Context: an optimization exercise on an open-source flow, tuned for small area, a short achievable clock period and few clock cycles. The choices shown serve that exercise and are no tape-out recipe. At most, simulation tests tie the RTL to the original design; equivalence was not proved. Power figures rest on the tool's default switching activity, not on a simulated workload.

run A:
==> flow/design.v (excerpt) <==
module wasm_code_stream_parser #(
    parameter int MAX_DEPTH = wcsp_pkg::MAX_DEPTH_DEFAULT
) (
    input  wire logic                aclk,
    input  wire logic                aresetn,
    input  wire logic                s_valid,
    output logic                     s_ready,
    input  wire logic [8:0]          s_data,
    output logic                     m_valid,
    input  wire logic                m_ready,
    output logic      [117:0]        m_data
);
Size in the first run: about 1,100 cells after synthesis, about 130 I/O pins, roughly 11,000 um^2 of cells after synthesis.
export LEC_CHECK = 0
export ABC_CLOCK_PERIOD_IN_PS = 2500
export CAP_MARGIN = 20
export CORE_MARGIN = 2
export CORE_UTILIZATION = 50
export SETUP_SLACK_MARGIN = 5
export SLEW_MARGIN = 20
create_clock -name core_clock -period 8.5 [get_ports {aclk}]
standard.sh (not shown) runs the stock make flow with config.mk's settings and CLKGATE_MAP_FILE= SYNTH_SCRIPT=/design/flow/synth_recipe.tcl, a recipe that flattens the netlist after the stock synthesis.
==> flow/flow/run.sh <==
#!/bin/bash
set -euo pipefail
MARGIN=5.8
sed -e "s/SETUP_SLACK_MARGIN=[0-9.]*/SETUP_SLACK_MARGIN=$MARGIN/" standard.sh > standard_margin.sh
grep -q "SETUP_SLACK_MARGIN=$MARGIN" standard_margin.sh
bash standard_margin.sh > standard.log 2>&1
Testbench counts of run A, summed over its fixed seeds: cycles 33,140.
Inputs modified between run A and run B:
# run A
export LEC_CHECK = 0
export ABC_CLOCK_PERIOD_IN_PS = 2500
export CAP_MARGIN = 20
export CORE_MARGIN = 2
export CORE_UTILIZATION = 50
export SETUP_SLACK_MARGIN = 5
export SLEW_MARGIN = 20
create_clock -name core_clock -period 8.5 [get_ports {aclk}]
# run B
export LEC_CHECK = 0
export ABC_CLOCK_PERIOD_IN_PS = 2500
export CAP_MARGIN = 20
export CORE_MARGIN = 2
export CORE_UTILIZATION = 40
export SETUP_SLACK_MARGIN = 5
export SLEW_MARGIN = 20
create_clock -name core_clock -period 8.5 [get_ports {aclk}]
Notes after the runs:
Compared with run A, run B is more frugal on power.
In run B, net switching power is lower than in run A.
On hold slack: run B sits above run A.
There was hardly any difference in number of buffer and inverter stages on the critical path between run B and run A.
The total wirelength of the detailed-routed design number comes out lower for run A vs run B.
As far as minimum period implied by the final worst setup slack is concerned, run B and run A perform about the same.
Taking run A as the reference point, the number of cells on the worst reg-to-reg path of run B rises by 1.
Sort run B and run A by power share of the combinational group, descending, and run B comes first.
In the flow results for run B and run A, the die footprint is larger on run B.
> inputs changed (run B -> run C)
==> flow/run.sh (new file) <==
#!/bin/bash
# synth_recipe.tcl (not shown) runs the flow's synth.tcl, then flattens the netlist and writes it again
# the make line also repeats each setting of config.mk as NAME=value (left out here)
make -C /OpenROAD-flow-scripts/flow DESIGN_CONFIG=/design/flow/config.mk WORK_HOME=/design/flow/orfs CLKGATE_MAP_FILE= SYNTH_SCRIPT=/design/flow/synth_recipe.tcl finish
removed: flow/flow/run.sh
removed: flow/standard.sh
Notes after the runs:
Number of remaining DRC errors across run C and run B: no real change. Across both runs, net switching power was lower for run C than for run B. Non-clock buffer count of run C falls short of that of run B by more than a quarter. In run C, design area is lower than in run B. Multi-input gate count: run C < run B. Looking at signed area change from the synthesized netlist to the final layout, run C sits below run B. Taking run B as the reference, in run C total setup buffers inserted after CTS went down, sum of routed wire length over all layers went down, logic depth of the worst setup path including buffers went down, power went up.

---

orange:
Another version of the RTL of wasm_code_stream_parser (not shown whole).
Size: about 1,100 cells after synthesis, ~160 flip-flops, ~130 I/O pins, about 0.010 sq mm of cells after synthesis.
==> flow/config.mk <==
export PLATFORM = sky130hd
export DESIGN_NAME = wasm_code_stream_parser
export DESIGN_NICKNAME = wasm_code_stream_parser
export VERILOG_FILES = /design/flow/design.v
export SDC_FILE = /design/flow/constraint.sdc
export NUM_CORES = 4
export LEC_CHECK = 0
export ABC_CLOCK_PERIOD_IN_PS = 2500
export CAP_MARGIN = 20
export CORE_MARGIN = 2
export CORE_UTILIZATION = 40
export CTS_BUF_LIST = sky130_fd_sc_hd__clkbuf_4 sky130_fd_sc_hd__clkbuf_8
export SETUP_SLACK_MARGIN = 5
export SLEW_MARGIN = 20
==> flow/constraint.sdc <==
create_clock -name core_clock -period 8.5 [get_ports {aclk}]
set_input_delay 1.7000 -clock core_clock [delete_from_list [all_inputs] [get_ports {aclk}]]
set_output_delay 1.7000 -clock core_clock [all_outputs]
set_load 0.01 [all_outputs]
==> flow/flow/run.sh <==
#!/bin/bash
set -euo pipefail
MARGIN=5.5
sed -e "s/SETUP_SLACK_MARGIN=[0-9.]*/SETUP_SLACK_MARGIN=$MARGIN/" \
    -e 's/ "\${@:-finish}"/ "BUFFER_PORTS_ARGS=-buffer_cell sky130_fd_sc_hd__buf_2" "${@:-finish}"/' \
    standard.sh > standard_mod.sh
grep -q "SETUP_SLACK_MARGIN=$MARGIN" standard_mod.sh
grep -q "BUFFER_PORTS_ARGS=" standard_mod.sh
bash standard_mod.sh > standard.log 2>&1
orange did not stop at any stage, and its layout met the timing, design-rule and antenna checks.
Testbench counts of orange, summed over its fixed seeds: cycles 33,140.
[inputs] red vs orange
Settings: CTS_BUF_LIST no longer set, was sky130_fd_sc_hd__clkbuf_4 sky130_fd_sc_hd__clkbuf_8.
==> flow/flow/run.sh <==
#!/bin/bash
set -euo pipefail
MARGIN=5.2
sed -e "s/SETUP_SLACK_MARGIN=[0-9.]*/SETUP_SLACK_MARGIN=$MARGIN/" standard.sh > standard_margin.sh
grep -q "SETUP_SLACK_MARGIN=$MARGIN" standard_margin.sh
bash standard_margin.sh > standard.log 2>&1
--- outcome ---
- Delta (red minus orange): clock share of power increased 6.3 points; time the final worst path needs with I/O delays and setup increased 0.22 ns; area overhead of the layout relative to synthesis increased 5.9 points.
- Cell with the largest stage delay on the worst path: sky130_fd_sc_hd__clkdlybuf4s50_1 -> red, sky130_fd_sc_hd__edfxtp_1 -> orange

---

wasm_code_stream_parser, a different RTL version from the one above (not shown whole).
Size in the first run: ~1,100 cells after synthesis, roughly 200 flip-flops.
==> flow/config.mk <==
export PLATFORM = sky130hd
export DESIGN_NAME = wasm_code_stream_parser
export DESIGN_NICKNAME = wasm_code_stream_parser
export VERILOG_FILES = /design/flow/design.v
export SDC_FILE = /design/flow/constraint.sdc
export NUM_CORES = 4
export LEC_CHECK = 0
export ABC_CLOCK_PERIOD_IN_PS = 2500
export CAP_MARGIN = 20
export CORE_MARGIN = 2
export CORE_UTILIZATION = 40
export SETUP_SLACK_MARGIN = 5
export SLEW_MARGIN = 20
==> flow/constraint.sdc <==
create_clock -name core_clock -period 8.5 [get_ports {aclk}]
set_input_delay 1.7000 -clock core_clock [delete_from_list [all_inputs] [get_ports {aclk}]]
set_output_delay 1.7000 -clock core_clock [all_outputs]
set_load 0.01 [all_outputs]
==> flow/flow/run.sh <==
#!/bin/bash
set -euo pipefail
MARGIN=5.5
sed -e "s/SETUP_SLACK_MARGIN=[0-9.]*/SETUP_SLACK_MARGIN=$MARGIN/" standard.sh > standard_margin.sh
grep -q "SETUP_SLACK_MARGIN=$MARGIN" standard_margin.sh
bash standard_margin.sh > standard.log 2>&1
The baseline finished clean.
Edit:
==> flow/run.sh (new file) <==
#!/bin/bash
# synth_recipe.tcl (not shown) runs the flow's synth.tcl, then flattens the netlist and writes it again
# the make line also repeats each setting of config.mk as NAME=value (left out here)
make -C /OpenROAD-flow-scripts/flow DESIGN_CONFIG=/design/flow/config.mk WORK_HOME=/design/flow/orfs CLKGATE_MAP_FILE= SYNTH_SCRIPT=/design/flow/synth_recipe.tcl finish
removed: flow/flow/run.sh
removed: flow/standard.sh
=> Total power rises slightly. Final area falls by a few percent. Cell count falls by a few percent. Sequential power barely changes. Area after synthesis does not change.
No functional check of the RTL was part of any run of this note.

---

RTL: one of the versions met above, not the one the previous note started from.
For scale: ~160 flip-flops, ~130 I/O pins, ~0.010 mm2 of cells after synthesis.
==> flow/config.mk <==
export PLATFORM = sky130hd
export DESIGN_NAME = wasm_code_stream_parser
export DESIGN_NICKNAME = wasm_code_stream_parser
export VERILOG_FILES = /design/flow/design.v
export SDC_FILE = /design/flow/constraint.sdc
export NUM_CORES = 4
export LEC_CHECK = 0
export ABC_CLOCK_PERIOD_IN_PS = 2500
export CAP_MARGIN = 20
export CORE_MARGIN = 2
export CORE_UTILIZATION = 40
export CTS_BUF_LIST = sky130_fd_sc_hd__clkbuf_4 sky130_fd_sc_hd__clkbuf_8
export SETUP_SLACK_MARGIN = 5
export SLEW_MARGIN = 20
==> flow/constraint.sdc <==
create_clock -name core_clock -period 8.5 [get_ports {aclk}]
set_input_delay 1.7000 -clock core_clock [delete_from_list [all_inputs] [get_ports {aclk}]]
set_output_delay 1.7000 -clock core_clock [all_outputs]
set_load 0.01 [all_outputs]
==> flow/flow/run.sh <==
#!/bin/bash
set -euo pipefail
MARGIN=5.4
sed -e "s/SETUP_SLACK_MARGIN=[0-9.]*/SETUP_SLACK_MARGIN=$MARGIN/" \
    -e 's/ "\${@:-finish}"/ "BUFFER_PORTS_ARGS=-buffer_cell sky130_fd_sc_hd__buf_2" "${@:-finish}"/' \
    standard.sh > standard_mod.sh
grep -q "SETUP_SLACK_MARGIN=$MARGIN" standard_mod.sh
grep -q "BUFFER_PORTS_ARGS=" standard_mod.sh
bash standard_mod.sh > standard.log 2>&1
Testbench counts at the start, summed over its fixed seeds: cycles 33,140.
Rerun with:
--- a/flow/flow/run.sh
+++ b/flow/flow/run.sh
@@ -3 +3 @@
-MARGIN=5.4
+MARGIN=5.5
CORE_UTILIZATION = 50   (was 40)
Outcome:
- via count rises by 2.0%
- routed wire length rises by 3.0%
- total power is about the same
- register-to-register slack is better by 0.08 ns
Rerun with:
==> flow/flow/run.sh (replaced) <==
#!/bin/bash
set -euo pipefail
MARGIN=5.5
sed -e "s/SETUP_SLACK_MARGIN=[0-9.]*/SETUP_SLACK_MARGIN=$MARGIN/" standard.sh > standard_margin.sh
grep -q "SETUP_SLACK_MARGIN=$MARGIN" standard_margin.sh
bash standard_margin.sh > standard.log 2>&1
CORE_UTILIZATION = 40   (was 50)
CTS_BUF_LIST = unset   (was sky130_fd_sc_hd__clkbuf_4 sky130_fd_sc_hd__clkbuf_8)
Maximum frequency fell by 2.3%. Cell area rose by 9.5%. Global-route usage fell by 5.2 points. Hold slack got worse by 0.052 ns. Routed wire length rose by 2.7%. Setup slack got worse by 0.071 ns.
Rerun with:
==> flow/flow/run.sh (replaced) <==
#!/bin/bash
set -euo pipefail
MARGIN=5.5
sed -e "s/SETUP_SLACK_MARGIN=[0-9.]*/SETUP_SLACK_MARGIN=$MARGIN/" \
    -e 's/ "\${@:-finish}"/ "BUFFER_PORTS_ARGS=-buffer_cell sky130_fd_sc_hd__buf_2" "${@:-finish}"/' \
    standard.sh > standard_mod.sh
grep -q "SETUP_SLACK_MARGIN=$MARGIN" standard_mod.sh
grep -q "BUFFER_PORTS_ARGS=" standard_mod.sh
bash standard_mod.sh > standard.log 2>&1
=> Fmax is higher by a few percent. Via count is lower by a few percent. Wire length is lower by a few percent. Register-to-register slack is about the same. Sequential power is about the same. Power is higher slightly. Final area is lower by a few percent. Die area does not change. Worst hold slack is worse by 0.032 ns. Utilization is lower by 3.3 points.

## afterwards: timing with drivers on the ports
In the flow no input, the clock included, has a driving cell. The finished layouts below were timed again as built, in two steps.
Step 1 assumes that a clkbuf_16 drives the clock port and a buf_2 every other input.
Step 2, shift: input delay + t, output delay - t, t = (earliest + latest rising clock arrival at the registers) / 2. This alone moves slack from input paths to output paths.
Three values: ideal, step 1, step 2; two values: the first two.
run | t (ns) | setup WS [ns] | worst setup path at the end | clock arrival spread, ns | pins driven straight from the clock port
run A | 0.485 | 5.349 / 5.301 / 5.120 | input to register | 0.023 / 0.023 | 1
run B | 0.489 | 5.351 / 5.300 / 5.040 | input to register | 0.012 / 0.013 | 1
run C | 0.483 | 5.064 / 5.015 / 4.662 | input to register | 0.011 / 0.011 | 1
orange | 0.506 | 5.477 / 5.435 / 5.169 | input to register | 0.017 / 0.017 | 1
red | 0.482 | 5.252 / 5.206 / 4.883 | input to register | 0.011 / 0.012 | 1
the first run of note 3 | 0.479 | 5.426 / 5.378 / 5.112 | input to register | 0.012 / 0.013 | 1
the second run of note 3 | 0.480 | 5.070 / 5.067 / 4.604 | input to register | 0.013 / 0.014 | 1
the first run of note 4 | 0.501 | 5.468 / 5.425 / 5.073 | input to register | 0.015 / 0.014 | 1
the second run of note 4 | 0.520 | 5.449 / 5.410 / 5.179 | input to register | 0.023 / 0.023 | 1
the third run of note 4 | 0.483 | 5.378 / 5.332 / 5.089 | input to register | 0.010 / 0.010 | 1
the fourth run of note 4 | 0.479 | 5.523 / 5.473 / 5.155 | input to register | 0.012 / 0.011 | 1
After both steps setup and hold are still met in every run listed. The setup slack of the second run of note 3, which loses most, moves by -0.003 ns with the drivers and by -0.466 ns with both steps.
